Context: an optimization exercise on an open-source flow, tuned for small area. The choices shown serve that exercise and are no tape-out recipe. In this exercise RTL edits were held to simulation tests only and were not proved equivalent to the original. Power figures rest on the tool's default switching activity, not on a simulated workload. The clock port is modelled as an ideal driver; clocking choices that lean on that would not hold on a real chip.

==> run R <==
// vexec_unit
module vexec_unit
(
   input  wire         clk,
   input  wire         reset,
   input  wire         opcode_vld,
   input  wire  [31:0] opcode0,
   input  wire  [31:0] opcode1,
   output logic        inst_buff_full,
   output logic        ls_req_vld,
   output logic        ls_req_access_type,
   output logic [31:0] ls_req_access_length,
   output logic [4:0]  ls_req_vec_reg_ptr,
   output logic [31:0] ls_req_addr,
   input  wire         load_store_busy
);
==> module vexec_unit, before the edit <==
module vexec_unit
(
   input  wire         clk,
   input  wire         reset,
   input  wire         opcode_vld,
   input  wire  [31:0] opcode0,
   input  wire  [31:0] opcode1,
   output logic        inst_buff_full,
   output logic        ls_req_vld,
   output logic        ls_req_access_type,
   output logic [31:0] ls_req_access_length,
   output logic [4:0]  ls_req_vec_reg_ptr,
   output logic [31:0] ls_req_addr,
   input  wire         load_store_busy
);
   logic [31:0] ring [16];
   logic [31:0] vec_len;
   logic [3:0]  cnt;
   logic        clr;
   logic        phase;
   logic        pend;
   logic        rq;
   logic        park;
   logic [3:0]  pc;
   logic        issue;
   logic        unpark;
   logic        hold;
   logic [3:0]  pdst;
   logic [31:0] w;
   logic [7:0]  op;
   logic        is_ls;
   logic        is_mtc;
   logic        is_mfc;
   logic        is_mov;
   logic [3:0]  idx;
   logic        match;
   logic        active;
   logic        done;
   logic        wr_imm;
   logic        wr_vl;
   logic        ld_vl;
   logic [31:0] rin;
   assign w      = phase ? opcode1 : opcode0;
   assign op     = w[31:24];
   assign is_ls  = (op == 8'd1) || (op == 8'd2);
   assign is_mtc = (op == 8'd3);
   assign is_mfc = (op == 8'd4);
   assign is_mov = (op == 8'd5);
   assign idx    = pend ? pdst : (is_mfc ? w[19:16] : w[11:8]);
   assign match  = (cnt == idx);
   assign active = opcode_vld && !clr && !park;
   always_comb begin
      if (pend) begin
         done = match;
      end else if (is_ls) begin
         done = rq && !load_store_busy;
      end else if (is_mtc || is_mfc) begin
         done = match;
      end else begin
         done = 1'b1;
      end
      done = done && opcode_vld && (active || rq);
   end
   assign wr_imm = active && pend && match;
   assign wr_vl  = active && !pend && is_mfc && match;
   assign ld_vl  = active && !pend && is_mtc && match;
   assign issue  = active && !pend && is_ls && match;
   assign unpark = park && !rq && (pc == 4'd0);
   assign hold   = issue || (park && !unpark);
   assign rin    = ({32{wr_imm && !phase}} & opcode0)
                 | ({32{wr_imm &&  phase}} & opcode1)
                 | ({32{wr_vl}}            & vec_len)
                 | ({32{!clr && !wr_imm && !wr_vl && !hold}} & ring[0])
                 | ({32{hold}}             & ring[1]);
   assign inst_buff_full = !(phase && done);
   always_ff @(posedge clk) begin
      if (!hold) begin
         ring[0] <= ring[1];
      end
      for (int i = 1; i < 15; i++) begin
         ring[i] <= ring[i+1];
      end
      if (issue) begin
         pc <= 4'd1;
      end else if (park) begin
         pc <= (pc == 4'd14) ? 4'd0 : pc + 1'b1;
      end
      ring[15] <= rin;
      if (ld_vl || clr) begin
         vec_len <= rin;
      end
      if (active && !pend && is_mov) begin
         pdst <= w[19:16];
      end
   end
   always_ff @(posedge clk or negedge reset) begin
      if (!reset) begin
         cnt     <= '0;
         clr     <= 1'b1;
         phase   <= 1'b0;
         pend    <= 1'b0;
         rq      <= 1'b0;
         park    <= 1'b0;
      end else begin
         if (!hold) begin
            cnt <= cnt + 1'b1;
         end
         if (issue) begin
            rq   <= 1'b1;
            park <= 1'b1;
         end else begin
            if (!load_store_busy) begin
               rq <= 1'b0;
            end
            if (unpark) begin
               park <= 1'b0;
            end
         end
         if (cnt == 4'd15) begin
            clr <= 1'b0;
         end
         if (done) begin
            phase <= !phase;
         end
         if (active) begin
            if (pend) begin
               if (match) begin
                  pend <= 1'b0;
               end
            end else if (is_mov) begin
               pend <= 1'b1;
            end
         end
      end
   end
   assign ls_req_vld           = rq;
   assign ls_req_access_type   = w[25];
   assign ls_req_access_length = vec_len;
   assign ls_req_vec_reg_ptr   = w[20:16];
   assign ls_req_addr          = ring[0];
endmodule
export LEC_CHECK = 0
export CAP_MARGIN = 20
export CORE_MARGIN = 2
export CORE_UTILIZATION = 65
export SLEW_MARGIN = 20
create_clock -name core_clock -period 5.0 [get_ports {clk}]
standard.sh (not shown) runs the stock make flow with config.mk's settings and CLKGATE_MAP_FILE= SYNTH_SCRIPT=/design/flow/synth_recipe.tcl, a recipe that flattens the netlist after the stock synthesis.
==> flow/flow/run.sh <==
#!/bin/bash
# Standard ORFS layout with two changes: ports are buffered with the
# smallest buffer, and CTS clusters more sinks per buffer without dummy loads.
set -euo pipefail
bash standard.sh \
  "BUFFER_PORTS_ARGS=-buffer_cell sky130_fd_sc_hd__buf_1" \
  "CTS_ARGS=-sink_clustering_enable -repair_clock_nets -dont_use_dummy_load -sink_clustering_size 20 -sink_clustering_max_diameter 60 -buf_list {sky130_fd_sc_hd__clkbuf_8}" \
  finish > standard_flow.log 2>&1
==> run K: changes against run R <==
==> flow/design.v (replaced) <==
`timescale 1ns/1ps
`default_nettype none
module vexec_unit
(
   input  wire         clk,
   input  wire         reset,
   input  wire         opcode_vld,
   input  wire  [31:0] opcode0,
   input  wire  [31:0] opcode1,
   output logic        inst_buff_full,
   output logic        ls_req_vld,
   output logic        ls_req_access_type,
   output logic [31:0] ls_req_access_length,
   output logic [4:0]  ls_req_vec_reg_ptr,
   output logic [31:0] ls_req_addr,
   input  wire         load_store_busy
);
   logic [31:0] ring [16];
   logic [31:0] vec_len;
   logic [3:0]  cnt;
   logic        clr;
   logic        phase;
   logic        pend;
   logic [3:0]  pdst;
   logic [31:0] w;
   logic [7:0]  op;
   logic        is_ls;
   logic        is_mtc;
   logic        is_mfc;
   logic        is_mov;
   logic [3:0]  idx;
   logic        match;
   logic        active;
   logic        done;
   logic        wr_imm;
   logic        wr_vl;
   logic        ld_vl;
   logic [31:0] rin;
   assign w      = phase ? opcode1 : opcode0;
   assign op     = w[31:24];
   assign is_ls  = (op == 8'd1) || (op == 8'd2);
   assign is_mtc = (op == 8'd3);
   assign is_mfc = (op == 8'd4);
   assign is_mov = (op == 8'd5);
   assign idx    = pend ? pdst : (is_mfc ? w[19:16] : w[11:8]);
   assign match  = (cnt == idx);
   assign active = opcode_vld && !clr;
   always_comb begin
      if (pend) begin
         done = match;
      end else if (is_ls) begin
         done = match && !load_store_busy;
      end else if (is_mtc || is_mfc) begin
         done = match;
      end else begin
         done = 1'b1;
      end
      done = done && active;
   end
   assign wr_imm = active && pend && match;
   assign wr_vl  = clr || (active && !pend && is_mfc && match);
   assign ld_vl  = active && !pend && is_mtc && match;
   assign rin    = wr_imm ? w : (wr_vl ? vec_len : ring[0]);
   assign inst_buff_full = !(phase && done);
   always_ff @(posedge clk) begin
      for (int i = 0; i < 15; i++) begin
         ring[i] <= ring[i+1];
      end
      ring[15] <= rin;
   end
   always_ff @(posedge clk or negedge reset) begin
      if (!reset) begin
         cnt     <= '0;
         clr     <= 1'b1;
         phase   <= 1'b0;
         pend    <= 1'b0;
         pdst    <= '0;
         vec_len <= '0;
      end else begin
         cnt <= cnt + 1'b1;
         if (cnt == 4'd15) begin
            clr <= 1'b0;
         end
         if (done) begin
            phase <= !phase;
         end
         if (ld_vl) begin
            vec_len <= ring[0];
         end
         if (active) begin
            if (pend) begin
               if (match) begin
                  pend <= 1'b0;
               end
            end else if (is_mov) begin
               pend <= 1'b1;
               pdst <= w[19:16];
            end
         end
      end
   end
   assign ls_req_vld           = active && !pend && is_ls && match && !load_store_busy;
   assign ls_req_access_type   = w[25];
   assign ls_req_access_length = vec_len;
   assign ls_req_vec_reg_ptr   = w[20:16];
   assign ls_req_addr          = ring[0];
endmodule
`default_nettype wire
==> flow/flow/run.sh (replaced) <==
#!/bin/bash
# Standard ORFS layout with two changes: ports are buffered with the
# smallest buffer, and CTS clusters more sinks per buffer without dummy loads.
set -euo pipefail
bash standard.sh \
  "BUFFER_PORTS_ARGS=-buffer_cell sky130_fd_sc_hd__buf_1" \
  "CTS_ARGS=-sink_clustering_enable -repair_clock_nets -dont_use_dummy_load -sink_clustering_size 30 -sink_clustering_max_diameter 80 -buf_list {sky130_fd_sc_hd__clkbuf_8 sky130_fd_sc_hd__clkbuf_16}" \
  finish > standard_flow.log 2>&1
==> comparison <==
- Area after synthesis: run K is smaller than run R (3.8%).
- Against run R, the setup slack of run K is lower by 160 ps.
- In run K the hold slack is better than in run R, by 39 ps.
- Between run R and run K, the lower clock power is in run R (gap about 10%, measured against run K).
- Clock skew: run R is higher than run K (6.4 ps).
- Against run K, the via count of run R is larger by 7.3%.
- Run K completed with no timing, DRC or antenna violations. Run R completed with no timing, DRC or antenna violations.
- In run R the sequential share of layout area is higher than in run K, by 1.7 points.
- Combinational power: run R is higher than run K (about 100%).
- Between run R and run K, the lower wire length is in run K (gap 13%, measured against run K).
- Between run R and run K, the lower power is in run K (gap about 19%, measured against run K).
==> figures <==
Signal buf overhead: run K 4.115%; run R 4.174%
End point of the worst hold path: run K ring[10][31]; run R ring[8][25]
Result of the run: run K finished clean; run R finished clean
Clock Skews: run K 54.89 ps; run R 61.32 ps
Fraction of the yosys area taken by sequential cells: run K 85.38%; run R 86.73%
Post-Place Setup Slack: run K 508.9 ps; run R 547.6 ps
Netlist Area Pre-Place: run K 0.01327 mm^2; run R 0.01379 mm^2
Area of the die: run K 0.02157 mm^2; run R 0.02239 mm^2
Number of buffers created by CTS: run K 22; run R 34
Number of flops mapped to enable cells by yosys: run K 0; run R 68
Number of rows created at floorplan: run K 52; run R 53
Flop and latch count out of synthesis: run K 555; run R 561
Fraction of layout cells with a size suffix above 1: run K 8.256%; run R 6.949%
Xor/xnor share of the synthesized area: run K 0.5282%; run R 0.5717%
Combinational share of power: run K 5.6%; run R 9.4%
Number of signal-net buffers in the layout: run K 148; run R 152
Routing usage on met2: run K 30.73%; run R 34.45%
Placer's final routability congestion estimate: run K 0.9252; run R 0.7865
Number of DRC violations after detailed-routing iteration 0: run K 365; run R 429
Detailed-routing iteration count for the pre-antenna-repair pass: run K 4; run R 5
Met2 wirelength from detailed routing: run K 9467 um; run R 11290 um
Share of synthesized flip-flops with an asynchronous set or reset: run K 7.748%; run R 1.604%

re-timing with driven ports:
How much do the figures lean on ideal ports? The routed layouts below were timed once more, with nothing changed but the port constraints. Step 1 assumes that a clkbuf_16 drives the clock port and a buf_2 every other input. Step 2 adds t to the input delays and takes it off the output delays; t is the mean of the earliest and latest rising clock arrival at the registers after step 1. Input paths then give back, and output paths get back, about the clock's delay inside the block. Three values: ideal ports, drivers, drivers and shift; two values: the first two.
run	t (ns)	slack for setup (ns)	worst hold slack (ns)	clock arrival spread, ns	slew at the worst register clock pin (ns)
run R	0.553	0.335 / 0.290 / 0.506	0.249 / 0.249 / 0.249	0.070 / 0.070	0.11 / 0.11
run K	0.560	0.174 / 0.128 / 0.353	0.287 / 0.287 / 0.287	0.057 / 0.057	0.11 / 0.11
After both steps every run listed still meets setup and hold.
